Background: an optimization exercise with open tools, aiming at small area. Do not read the settings as production practice.
Function was checked by simulation only, so behaviour that the tests miss may differ from the original.
Power and IR drop assume default switching activity.

### design/flow/run.sh
#!/bin/bash
# synth_recipe.tcl (not shown) runs the flow's synth.tcl, then flattens the netlist and writes it again
# the make line also repeats each setting of config.mk as NAME=value (left out here)
make -C /OpenROAD-flow-scripts/flow DESIGN_CONFIG=/design/flow/config.mk WORK_HOME=/design/flow/orfs CLKGATE_MAP_FILE= SYNTH_SCRIPT=/design/flow/synth_recipe.tcl finish
### design/flow/config.mk
export PLATFORM = sky130hd
export DESIGN_NAME = cpu_6502_instruction_execute
export DESIGN_NICKNAME = cpu_6502_instruction_execute
export VERILOG_FILES = /design/flow/design.v
export SDC_FILE = /design/flow/constraint.sdc
export NUM_CORES = 4
export LEC_CHECK = 0
export CAP_MARGIN = 20
export CORE_MARGIN = 2
export CORE_UTILIZATION = 40
export SLEW_MARGIN = 20
### design/flow/constraint.sdc
create_clock -name core_clock -period 8.0 [get_ports {clk}]
set_input_delay 1.6000 -clock core_clock [delete_from_list [all_inputs] [get_ports {clk}]]
set_output_delay 1.6000 -clock core_clock [all_outputs]
set_load 0.01 [all_outputs]
### design/flow/design.v
`default_nettype none
package c6502_pkg;
  typedef enum logic [10:0] {
    PH_IDLE   = 11'b000_0000_0001,
    PH_FETCH  = 11'b000_0000_0010,
    PH_OPLO   = 11'b000_0000_0100,
    PH_OPHI   = 11'b000_0000_1000,
    PH_PTRLO  = 11'b000_0001_0000,
    PH_PTRHI  = 11'b000_0010_0000,
    PH_DATA   = 11'b000_0100_0000,
    PH_WDONE  = 11'b000_1000_0000,
    PH_PULLLO = 11'b001_0000_0000,
    PH_PULLHI = 11'b010_0000_0000,
    PH_PUSH2  = 11'b100_0000_0000
  } phase_t;
  typedef enum logic [4:0] {
    M_BAD, M_IMP, M_IMM, M_ZP, M_ZPX, M_ZPY, M_ABS, M_ABX, M_ABY,
    M_INX, M_INY, M_REL, M_JMPA, M_JMPI, M_JSR, M_RTS, M_PUSH, M_PULL
  } mode_t;
  localparam int FB_C = 0;
  localparam int FB_Z = 1;
  localparam int FB_D = 3;
  localparam int FB_V = 6;
  localparam int FB_N = 7;
  localparam logic [7:0] OP_PHA = 8'h48;
  localparam logic [7:0] OP_PLA = 8'h68;
  localparam logic [7:0] OP_PLP = 8'h28;
endpackage
`default_nettype wire
`default_nettype none
module c6502_decode
(
  input  logic [7:0] op,
  output c6502_pkg::mode_t mode
);
  always_comb begin
    mode = c6502_pkg::M_BAD;
    if (op[1:0] == 2'b01) begin
      if (op == 8'h89) mode = c6502_pkg::M_BAD;
      else begin
        case (op[4:2])
          3'd0: mode = c6502_pkg::M_INX;
          3'd1: mode = c6502_pkg::M_ZP;
          3'd2: mode = c6502_pkg::M_IMM;
          3'd3: mode = c6502_pkg::M_ABS;
          3'd4: mode = c6502_pkg::M_INY;
          3'd5: mode = c6502_pkg::M_ZPX;
          3'd6: mode = c6502_pkg::M_ABY;
          default: mode = c6502_pkg::M_ABX;
        endcase
      end
    end else begin
      case (op)
        8'hA2, 8'hA0, 8'hE0, 8'hC0: mode = c6502_pkg::M_IMM;
        8'hA6, 8'hA4, 8'h86, 8'h84, 8'hE4, 8'hC4, 8'h24, 8'h06, 8'h46, 8'h26,
        8'h66, 8'hE6, 8'hC6: mode = c6502_pkg::M_ZP;
        8'hB4, 8'h94, 8'h16, 8'h56, 8'h36, 8'h76, 8'hF6, 8'hD6: mode = c6502_pkg::M_ZPX;
        8'hB6, 8'h96: mode = c6502_pkg::M_ZPY;
        8'hAE, 8'hAC, 8'h8E, 8'h8C, 8'hEC, 8'hCC, 8'h2C, 8'h0E, 8'h4E, 8'h2E,
        8'h6E, 8'hEE, 8'hCE: mode = c6502_pkg::M_ABS;
        8'hBC, 8'h1E, 8'h5E, 8'h3E, 8'h7E, 8'hFE, 8'hDE: mode = c6502_pkg::M_ABX;
        8'hBE: mode = c6502_pkg::M_ABY;
        8'h8A, 8'hAA, 8'h98, 8'hA8, 8'h9A, 8'hBA, 8'hE8, 8'hCA, 8'hC8, 8'h88,
        8'h38, 8'hF8, 8'h18, 8'hD8, 8'hB8, 8'h0A, 8'h4A, 8'h2A, 8'h6A: mode = c6502_pkg::M_IMP;
        8'h48, 8'h08: mode = c6502_pkg::M_PUSH;
        8'h68, 8'h28: mode = c6502_pkg::M_PULL;
        8'h60: mode = c6502_pkg::M_RTS;
        8'h20: mode = c6502_pkg::M_JSR;
        8'h4C: mode = c6502_pkg::M_JMPA;
        8'h6C: mode = c6502_pkg::M_JMPI;
        8'h90, 8'hB0, 8'hF0, 8'hD0, 8'h50, 8'h70, 8'h30, 8'h10: mode = c6502_pkg::M_REL;
        default: mode = c6502_pkg::M_BAD;
      endcase
    end
  end
endmodule
`default_nettype wire
`default_nettype none
module cpu_6502_instruction_execute
(
  input  logic        clk,
  input  logic        rst_n,
  input  logic        cfg_we,
  input  logic [15:0] cfg_wdata,
  input  logic        in_valid,
  output logic             in_stall,
  input  logic        in_req_type,
  input  logic [7:0]  in_read_data,
  output logic             out_valid,
  input  logic        out_stall,
  output logic [15:0]      out_bus_addr,
  output logic             out_bus_write,
  output logic [7:0]       out_bus_wdata,
  output logic             out_opcode_fetch,
  output logic             out_bad_opcode
);
  logic [15:0] start_r;
  logic [7:0]  a_r, x_r, y_r, s_r, p_r, op_r, lat_r;
  logic [15:0] pc_r, ea_r;
  c6502_pkg::phase_t      ph_r;
  logic [7:0]  a_nxt, x_nxt, y_nxt, s_nxt, p_nxt, op_nxt, lat_nxt;
  logic [15:0] pc_nxt, ea_nxt;
  c6502_pkg::phase_t      ph_nxt;
  logic        ov_r;
  logic [15:0] addr_r, addr_nxt;
  logic        wr_r, wr_nxt, fe_r, fe_nxt, bad_r, bad_nxt;
  logic [7:0]  wd_r, wd_nxt;
  logic        take;
  c6502_pkg::mode_t       mode_cur, mode_new, m;
  logic [7:0]  op, d;
  assign in_stall = ov_r & out_stall;
  assign take     = in_valid & ~in_stall;
  assign d        = in_read_data;
  c6502_decode u_dec_cur (.op(op_r), .mode(mode_cur));
  c6502_decode u_dec_new (.op(d),    .mode(mode_new));
  logic [7:0] f;
  function automatic logic [7:0] nz(input logic [7:0] fl, input logic [7:0] v);
    logic [7:0] r;
    r = fl;
    r[c6502_pkg::FB_Z] = (v == 8'h00);
    r[c6502_pkg::FB_N] = v[7];
    nz = r;
  endfunction
  function automatic logic [7:0] shres(input logic [7:0] o, input logic [7:0] v,
                                       input logic c);
    case (o[7:5])
      3'd0: shres = {v[6:0], 1'b0};
      3'd1: shres = {v[6:0], c};
      3'd2: shres = {1'b0, v[7:1]};
      3'd3: shres = {c, v[7:1]};
      3'd6: shres = v - 8'd1;
      default: shres = v + 8'd1;
    endcase
  endfunction
  function automatic logic shc(input logic [7:0] o, input logic [7:0] v, input logic c);
    case (o[7:5])
      3'd0, 3'd1: shc = v[7];
      3'd2, 3'd3: shc = v[0];
      default: shc = c;
    endcase
  endfunction
  logic [8:0] sum;
  logic [7:0] addv, sh_r;
  logic [8:0] cmp_d;
  logic [7:0] cmp_reg;
  logic [15:0] abs_a, ptr_a;
  logic        taken;
  logic [15:0] pcm1;
  always_comb begin
    a_nxt = a_r; x_nxt = x_r; y_nxt = y_r; s_nxt = s_r; p_nxt = p_r;
    op_nxt = op_r; lat_nxt = lat_r; pc_nxt = pc_r; ea_nxt = ea_r; ph_nxt = ph_r;
    addr_nxt = pc_r; wr_nxt = 1'b0; wd_nxt = 8'h00; fe_nxt = 1'b0; bad_nxt = 1'b0;
    op = op_r;
    m  = mode_cur;
    f  = p_r;
    addv = 8'h00; sum = 9'h000; sh_r = 8'h00; cmp_reg = 8'h00;
    cmp_d = 9'h000; taken = 1'b0;
    abs_a = {d, lat_r};
    ptr_a = {d, lat_r};
    pcm1  = pc_r;
    if (!in_req_type) begin
      pc_nxt = start_r; addr_nxt = start_r; fe_nxt = 1'b1; ph_nxt = c6502_pkg::PH_FETCH;
    end else begin
      case (ph_r)
        c6502_pkg::PH_FETCH: begin
          op_nxt = d; op = d; m = mode_new;
          pc_nxt = pc_r + 16'd1;
          case (mode_new)
            c6502_pkg::M_BAD: begin
              addr_nxt = pc_nxt; fe_nxt = 1'b1; bad_nxt = 1'b1; ph_nxt = c6502_pkg::PH_FETCH;
            end
            c6502_pkg::M_IMP: begin
              case (d)
                8'h8A: begin a_nxt = x_r; f = nz(f, x_r); end
                8'hAA: begin x_nxt = a_r; f = nz(f, a_r); end
                8'h98: begin a_nxt = y_r; f = nz(f, y_r); end
                8'hA8: begin y_nxt = a_r; f = nz(f, a_r); end
                8'h9A: s_nxt = x_r;
                8'hBA: begin x_nxt = s_r; f = nz(f, s_r); end
                8'hE8: begin x_nxt = x_r + 8'd1; f = nz(f, x_nxt); end
                8'hCA: begin x_nxt = x_r - 8'd1; f = nz(f, x_nxt); end
                8'hC8: begin y_nxt = y_r + 8'd1; f = nz(f, y_nxt); end
                8'h88: begin y_nxt = y_r - 8'd1; f = nz(f, y_nxt); end
                8'h38: f[c6502_pkg::FB_C] = 1'b1;
                8'hF8: f[c6502_pkg::FB_D] = 1'b1;
                8'h18: f[c6502_pkg::FB_C] = 1'b0;
                8'hD8: f[c6502_pkg::FB_D] = 1'b0;
                8'hB8: f[c6502_pkg::FB_V] = 1'b0;
                default: begin
                  sh_r = shres(d, a_r, p_r[c6502_pkg::FB_C]);
                  f[c6502_pkg::FB_C] = shc(d, a_r, p_r[c6502_pkg::FB_C]);
                  f = nz(f, sh_r);
                  a_nxt = sh_r;
                end
              endcase
              p_nxt = f;
              addr_nxt = pc_nxt; fe_nxt = 1'b1; ph_nxt = c6502_pkg::PH_FETCH;
            end
            c6502_pkg::M_PUSH: begin
              addr_nxt = {8'h01, s_r}; wr_nxt = 1'b1;
              wd_nxt = (d == c6502_pkg::OP_PHA) ? a_r : (p_r | 8'h30);
              s_nxt = s_r - 8'd1; ph_nxt = c6502_pkg::PH_WDONE;
            end
            c6502_pkg::M_PULL, c6502_pkg::M_RTS: begin
              s_nxt = s_r + 8'd1; addr_nxt = {8'h01, s_nxt}; ph_nxt = c6502_pkg::PH_PULLLO;
            end
            default: begin
              addr_nxt = pc_nxt; ph_nxt = c6502_pkg::PH_OPLO;
            end
          endcase
        end
        c6502_pkg::PH_OPLO: begin
          pc_nxt = pc_r + 16'd1;
          case (m)
            c6502_pkg::M_IMM: begin
              addr_nxt = pc_nxt; fe_nxt = 1'b1; ph_nxt = c6502_pkg::PH_FETCH;
            end
            c6502_pkg::M_REL: begin
              taken = 1'b0;
              case (op[7:6])
                2'd0: taken = p_r[c6502_pkg::FB_N];
                2'd1: taken = p_r[c6502_pkg::FB_V];
                2'd2: taken = p_r[c6502_pkg::FB_C];
                default: taken = p_r[c6502_pkg::FB_Z];
              endcase
              if (taken == op[5]) pc_nxt = pc_r + 16'd1 + {{8{d[7]}}, d};
              addr_nxt = pc_nxt; fe_nxt = 1'b1; ph_nxt = c6502_pkg::PH_FETCH;
            end
            c6502_pkg::M_ZP:  ea_nxt = {8'h00, d};
            c6502_pkg::M_ZPX: ea_nxt = {8'h00, d + x_r};
            c6502_pkg::M_ZPY: ea_nxt = {8'h00, d + y_r};
            c6502_pkg::M_INX: begin
              ea_nxt = {8'h00, d + x_r}; addr_nxt = ea_nxt; ph_nxt = c6502_pkg::PH_PTRLO;
            end
            c6502_pkg::M_INY: begin
              ea_nxt = {8'h00, d}; addr_nxt = ea_nxt; ph_nxt = c6502_pkg::PH_PTRLO;
            end
            default: begin
              lat_nxt = d; addr_nxt = pc_nxt; ph_nxt = c6502_pkg::PH_OPHI;
            end
          endcase
        end
        c6502_pkg::PH_OPHI: begin
          pc_nxt = pc_r + 16'd1;
          case (m)
            c6502_pkg::M_ABS: ea_nxt = abs_a;
            c6502_pkg::M_ABX: ea_nxt = abs_a + {8'h00, x_r};
            c6502_pkg::M_ABY: ea_nxt = abs_a + {8'h00, y_r};
            c6502_pkg::M_JMPA: begin
              pc_nxt = abs_a; addr_nxt = abs_a; fe_nxt = 1'b1; ph_nxt = c6502_pkg::PH_FETCH;
            end
            c6502_pkg::M_JMPI: begin
              ea_nxt = abs_a; addr_nxt = abs_a; ph_nxt = c6502_pkg::PH_PTRLO;
            end
            default: begin
              ea_nxt = abs_a;
              addr_nxt = {8'h01, s_r}; wr_nxt = 1'b1; wd_nxt = pc_r[15:8];
              s_nxt = s_r - 8'd1; ph_nxt = c6502_pkg::PH_PUSH2;
            end
          endcase
        end
        c6502_pkg::PH_PTRLO: begin
          lat_nxt = d;
          addr_nxt = {ea_r[15:8], ea_r[7:0] + 8'd1};
          ph_nxt = c6502_pkg::PH_PTRHI;
        end
        c6502_pkg::PH_PTRHI: begin
          if (m == c6502_pkg::M_JMPI) begin
            pc_nxt = ptr_a; addr_nxt = ptr_a; fe_nxt = 1'b1; ph_nxt = c6502_pkg::PH_FETCH;
          end else begin
            ea_nxt = (m == c6502_pkg::M_INY) ? ptr_a + {8'h00, y_r} : ptr_a;
          end
        end
        c6502_pkg::PH_DATA: begin
          if (op[1:0] == 2'b10 && op[7:5] != 3'd4 && op[7:5] != 3'd5) begin
            sh_r = shres(op, d, p_r[c6502_pkg::FB_C]);
            f[c6502_pkg::FB_C] = shc(op, d, p_r[c6502_pkg::FB_C]);
            p_nxt = nz(f, sh_r);
            addr_nxt = ea_r; wr_nxt = 1'b1; wd_nxt = sh_r; ph_nxt = c6502_pkg::PH_WDONE;
          end else begin
            addr_nxt = pc_r; fe_nxt = 1'b1; ph_nxt = c6502_pkg::PH_FETCH;
          end
        end
        c6502_pkg::PH_PUSH2: begin
          pcm1 = pc_r - 16'd1;
          addr_nxt = {8'h01, s_r}; wr_nxt = 1'b1; wd_nxt = pcm1[7:0];
          s_nxt = s_r - 8'd1; pc_nxt = ea_r; ph_nxt = c6502_pkg::PH_WDONE;
        end
        c6502_pkg::PH_WDONE: begin
          addr_nxt = pc_r; fe_nxt = 1'b1; ph_nxt = c6502_pkg::PH_FETCH;
        end
        c6502_pkg::PH_PULLLO: begin
          if (op == c6502_pkg::OP_PLA) begin
            a_nxt = d; p_nxt = nz(p_r, d);
            addr_nxt = pc_r; fe_nxt = 1'b1; ph_nxt = c6502_pkg::PH_FETCH;
          end else if (op == c6502_pkg::OP_PLP) begin
            p_nxt = d & 8'hCF;
            addr_nxt = pc_r; fe_nxt = 1'b1; ph_nxt = c6502_pkg::PH_FETCH;
          end else begin
            lat_nxt = d; s_nxt = s_r + 8'd1; addr_nxt = {8'h01, s_nxt};
            ph_nxt = c6502_pkg::PH_PULLHI;
          end
        end
        c6502_pkg::PH_PULLHI: begin
          pc_nxt = ptr_a + 16'd1; addr_nxt = pc_nxt; fe_nxt = 1'b1; ph_nxt = c6502_pkg::PH_FETCH;
        end
        default: begin
          addr_nxt = pc_r; ph_nxt = c6502_pkg::PH_IDLE;
        end
      endcase
      if ((ph_r == c6502_pkg::PH_OPLO && (m == c6502_pkg::M_ZP || m == c6502_pkg::M_ZPX || m == c6502_pkg::M_ZPY)) ||
          (ph_r == c6502_pkg::PH_OPHI && (m == c6502_pkg::M_ABS || m == c6502_pkg::M_ABX || m == c6502_pkg::M_ABY)) ||
          (ph_r == c6502_pkg::PH_PTRHI && m != c6502_pkg::M_JMPI)) begin
        addr_nxt = ea_nxt; ph_nxt = c6502_pkg::PH_DATA;
        if (op[1:0] == 2'b01 && op[7:5] == 3'd4) begin
          wr_nxt = 1'b1; wd_nxt = a_r; ph_nxt = c6502_pkg::PH_WDONE;
        end else if (op == 8'h86 || op == 8'h96 || op == 8'h8E) begin
          wr_nxt = 1'b1; wd_nxt = x_r; ph_nxt = c6502_pkg::PH_WDONE;
        end else if (op == 8'h84 || op == 8'h94 || op == 8'h8C) begin
          wr_nxt = 1'b1; wd_nxt = y_r; ph_nxt = c6502_pkg::PH_WDONE;
        end
      end
      if ((ph_r == c6502_pkg::PH_OPLO && m == c6502_pkg::M_IMM) ||
          (ph_r == c6502_pkg::PH_DATA && !(op[1:0] == 2'b10 && op[7:5] != 3'd4 &&
                                op[7:5] != 3'd5))) begin
        f = p_r;
        if (op[1:0] == 2'b01) begin
          addv = (op[7:5] == 3'd7) ? ~d : d;
          sum  = {1'b0, a_r} + {1'b0, addv} + {8'h00, p_r[c6502_pkg::FB_C]};
          cmp_d = {1'b0, a_r} - {1'b0, d};
          case (op[7:5])
            3'd0: begin a_nxt = a_r | d; f = nz(f, a_nxt); end
            3'd1: begin a_nxt = a_r & d; f = nz(f, a_nxt); end
            3'd2: begin a_nxt = a_r ^ d; f = nz(f, a_nxt); end
            3'd3, 3'd7: begin
              a_nxt = sum[7:0];
              f[c6502_pkg::FB_C] = sum[8];
              f[c6502_pkg::FB_V] = ~(a_r[7] ^ addv[7]) & (a_r[7] ^ sum[7]);
              f = nz(f, sum[7:0]);
            end
            3'd5: begin a_nxt = d; f = nz(f, d); end
            3'd6: begin f[c6502_pkg::FB_C] = ~cmp_d[8]; f = nz(f, cmp_d[7:0]); end
            default: ;
          endcase
        end else if (op[1:0] == 2'b10) begin
          x_nxt = d; f = nz(f, d);
        end else begin
          cmp_reg = (op[7:5] == 3'd6) ? y_r : x_r;
          cmp_d = {1'b0, cmp_reg} - {1'b0, d};
          case (op[7:5])
            3'd1: begin
              f[c6502_pkg::FB_Z] = ((a_r & d) == 8'h00); f[c6502_pkg::FB_N] = d[7]; f[c6502_pkg::FB_V] = d[6];
            end
            3'd5: begin y_nxt = d; f = nz(f, d); end
            default: begin f[c6502_pkg::FB_C] = ~cmp_d[8]; f = nz(f, cmp_d[7:0]); end
          endcase
        end
        p_nxt = f;
      end
    end
  end
  always_ff @(posedge clk) begin
    if (!rst_n) begin
      start_r <= 16'h0000;
      a_r <= 8'h00; x_r <= 8'h00; y_r <= 8'h00; s_r <= 8'hFF; p_r <= 8'h00;
      op_r <= 8'h00; lat_r <= 8'h00; pc_r <= 16'h0000; ea_r <= 16'h0000;
      ph_r <= c6502_pkg::PH_IDLE; ov_r <= 1'b0;
    end else begin
      if (cfg_we) start_r <= cfg_wdata;
      if (take) begin
        a_r <= a_nxt; x_r <= x_nxt; y_r <= y_nxt; s_r <= s_nxt; p_r <= p_nxt;
        op_r <= op_nxt; lat_r <= lat_nxt; pc_r <= pc_nxt; ea_r <= ea_nxt;
        ph_r <= ph_nxt;
        ov_r <= 1'b1;
      end else if (!out_stall) begin
        ov_r <= 1'b0;
      end
    end
  end
  always_ff @(posedge clk) begin
    if (take) begin
      addr_r <= addr_nxt; wr_r <= wr_nxt; wd_r <= wd_nxt;
      fe_r <= fe_nxt; bad_r <= bad_nxt;
    end
  end
  assign out_valid        = ov_r;
  assign out_bus_addr     = addr_r;
  assign out_bus_write    = wr_r;
  assign out_bus_wdata    = wd_r;
  assign out_opcode_fetch = fe_r;
  assign out_bad_opcode   = bad_r;
endmodule
`default_nettype wire
==> results.toml <==
[timing]
period_needed_ns = 5.784
rsz0062_at_grt = "false"
fin_crit_sh_pct = 72.30
fin_hold_ws_ns = 0.4949
fin_worst_skew_ns = 0.02649
finalHoldViolCount = 0
final_max_slew_viol_count = 0
tns_ns = 0
finalSetupViolCount = 0
fmax_mhz = 172.9
max_slew_margin_pct = 18.69
tightestPinTransition_ns = 1.207
worst_slack_ns = 2.216

[route]
vias = 25570
route.detailed.drc = 0
routed_via_density = 7.302
final_antenna_net_count = 0
wl_per_cell_um = 33.16
drt_iter0_drc = 4012
first_pass_iters = 9
wl_um = 116100

[clock_network]
cts_tree = "yes"
clockBufferDepth = 2
htree_levels = 4
clkLatencyLatePin_ns = 0.51
clk_pin_slew_ns = 0.08
cts_setup_buffers = 0
cts_hold_buffers = 0
clk_root_buffer_cell = "clkbuf_16"
cts_made_buffers = 17
cts_resized = 0
clock_sinks = 146

[yosys]
synth_top_area_cell = "dfxtp_1"
ys_ff_latch = 146
synth_area_um2 = 20520
synthCells = 2863
synth_cell_types = 109
avgSynthCellArea_um2 = 7.169
yosysMostFrequentCell = "nor2_1"
seq_area_frac_synth_pct = 15.56
synth-edff-count = 27
synth_top_area_share_pct = 11.61
ys_async_sr_fraction_pct = 0
synth.cells.most_frequent = "298 x nor2_1, 244 x nand2_1, 196 x a21oi_1"
ys.flop_type = "dfxtp_1"
synthTopCellsByArea = "dfxtp_1 12%, ha_1 6.9%, nor2_1 5.4%"
yosysWarnings = 2
syn_nets = 3017

[grt]
grt_pass1_vias = 23498
grt_antenna_before_repair = 3
grt_pass1_wl_um = 167200
overflow = 0
grt_usage_pct = 42.74
grt_max_degree = 48

[die]
die_area_um2 = 53140
initial_utilization_pct = 40.25
io_pins = 59
dieHeight_um = 230.5
core-area_um2 = 50990
die_w_um = 230.5
num_rows = 83

[placement]
place.port_buffers = 58
hpwl_um = 84500
place.gp.congestion = 1.061
dp_slack_ns = 1.803

[worst_setup_path]
required_ns = 8.40
critPathLaunchType = "primary input"
path_cells = "buf_2 > mux2i_1 > or3_1 > xnor2_1 > fa_1 > fa_1 > a211oi_1 > o21bai_1 > a21oi_1 > xnor2_1 > or4_1 > a31oi_1 > nor3_1 > o41ai_1"
crit_type = "primary input to flip-flop"
slowest_delay_ns = 0.69
cp_max_fo = 37
critPathArrivalTime_ns = 6.18
slowest_stage = "buf_2"
critPathCaptureType = "flip-flop"

[cells_and_area]
drive_gt1_share_pct = 8.342
nets = 2958
area_growth_pct = 9.047
fin_util_pct = 43.89
n_fill_cell = 5249

[hold_path]
hold_path.class = "flip-flop to flip-flop"

[outcome]
status = "finished clean"

[pwr]
power.leakage_nw = 8.039
vdd_ir_drop_max_v = 0.0001763
power.density_nw_per_um2 = 106.8

[job]
maxCapViolations = 0
-- registers in the layout, summed over array words and instances, names as in the netlist, named ones only --
| register | count |
|---|---|
| p_r | 6 |
| op_r | 8 |
| y_r | 8 |
| x_r | 8 |
| fe_r | 1 |
| wd_r | 8 |
| s_r | 8 |
| bad_r | 1 |
| pc_r | 16 |
| ea_r | 16 |
| lat_r | 8 |
| start_r | 16 |
| addr_r | 16 |
| a_r | 8 |
| wr_r | 1 |
| ov_r | 1 |
| ph_r | 11 |
-- layout make-up --
cell class	instances	area, um^2	share of cell area [%]
well taps	680	850.8	3.801
repair buffers	165	1334	5.959
flip-flops and latches	146	3193	14.27
inverters	66	247.7	1.107
clock buffers	17	425.4	1.901
multi-input cells	2408	16170	72.25
clock inverters	15	147.6	0.6597
diodes	5	12.51	0.05590
-- final timing paths --
path / from / endpoint / slack, ns / cells after the start
min reg2reg: p_r[2] / p_r[2] / 0.49 / 2
max reg2reg: ph_r[4] / p_r[1] / 2.31 / 16
min: p_r[2] / p_r[2] / 0.49 / 2
max: in_read_data[7] / p_r[1] / 2.22 / 14
-- metrics by stage --
| step | instances | power [W] | area, um^2 |
|---|---|---|---|
| after floorplan | 2863 | 0.001236 | 20520 |
| after global placement | 3463 | 0.001507 | 21750 |
| after detailed placement | 3463 | 0.001512 | 21760 |
| after CTS | 3495 | 0.002359 | 22330 |
| after global routing | 3497 | 0.002462 | 22370 |
| final | 3502 | 0.002391 | 22380 |
-- logic make-up after synthesis --
| group | count (synthesis) | share of synthesized area [%] |
|---|---|---|
| flip-flops | 146 | 15.56 |
| AO/OA/AOI/OAI | 994 | 34.01 |
| adder cells (fa/ha/maj) | 124 | 7.925 |
| XOR/XNOR | 146 | 6.230 |
| buffers and inverters | 309 | 6.139 |
| multiplexers | 79 | 4.054 |
| AND/OR/NAND/NOR | 1065 | 26.09 |
-- cell usage in the layout (no fill, tap or decap), types with 19 or more instances in the layout --
master / count
a211oi_1: 54
nor4_1: 29
a22oi_1: 36
nor2b_1: 30
or3_1: 23
o21ai_0: 179
a221o_1: 21
inv_1: 59
nand2b_1: 33
and2_1: 20
clkdlybuf4s50_1: 49
o211ai_1: 52
o31ai_1: 22
a22o_1: 21
buf_4: 105
a222oi_1: 24
dfxtp_1: 119
nor2_1: 297
xor2_1: 48
a221oi_1: 47
nor3_1: 92
a31oi_1: 46
nand4_1: 47
o221ai_1: 27
edfxtp_1: 27
nand3_1: 100
a21oi_1: 196
o22ai_1: 32
xnor2_1: 98
and3_1: 29
nand2_1: 244
a21o_1: 26
ha_1: 114
o21a_1: 19
mux2i_1: 64
-- metal layers --
| metal | global-route usage (%) | share of wire, % | up-vias |
|---|---|---|---|
| met4 | 32.24 | 9.2 | 2 |
| met3 | 11.61 | 11 | 543 |
| met5 | 0 | 0.012 | - |
| met2 | 63.86 | 42 | 1957 |
| li1 | - | - | 10867 |
| met1 | 52.29 | 37 | 12201 |
-- critical path: cells and delay by family --
family	cells	cell delay, ns
AOI/OAI and AO/OA	5	1.17
xor gates and xnor gates	2	0.34
adders and majority gates	2	0.85
buffers and inverters	1	0.69
muxes	1	0.21
and+or+nand+nor	3	1.24
-- power by group --
group | internal, W | total, W | switching (W)
Combinational | 0.000225 | 0.000701 | 0.000477
Clock | 0.000436 | 0.000854 | 0.000418
Sequential | 0.000779 | 0.000836 | 0.0000571
Total | 0.00144 | 0.00239 | 0.000952

## port drivers added, routing unchanged
In the flow no input, the clock included, has a driving cell. The finished layout below was timed again as built, in two steps.
Step 1 sets driving cells, clkbuf_16 on the clock port and buf_2 on the other inputs (assumed; they add their load-dependent delay and slew).
Step 2 moves the port delays by t, midway between the first and last clock arrival at a register: inputs arrive t later, outputs are due t later. That takes back most of the time a late clock gives input paths.
Slacks: ideal ports / drivers / drivers and shift; pairs: ideal ports / drivers.
shift t [ns]: 0.561
setup slack, ns: 2.216 / 2.251 / 1.689
hold WS [ns]: 0.495 / 0.495 / 0.495
clock arrival spread, ns: 0.027 / 0.027
After both steps this run still meets setup and hold. For this run, drivers alone change the setup slack by +0.035 ns; drivers and shift together by -0.527 ns.
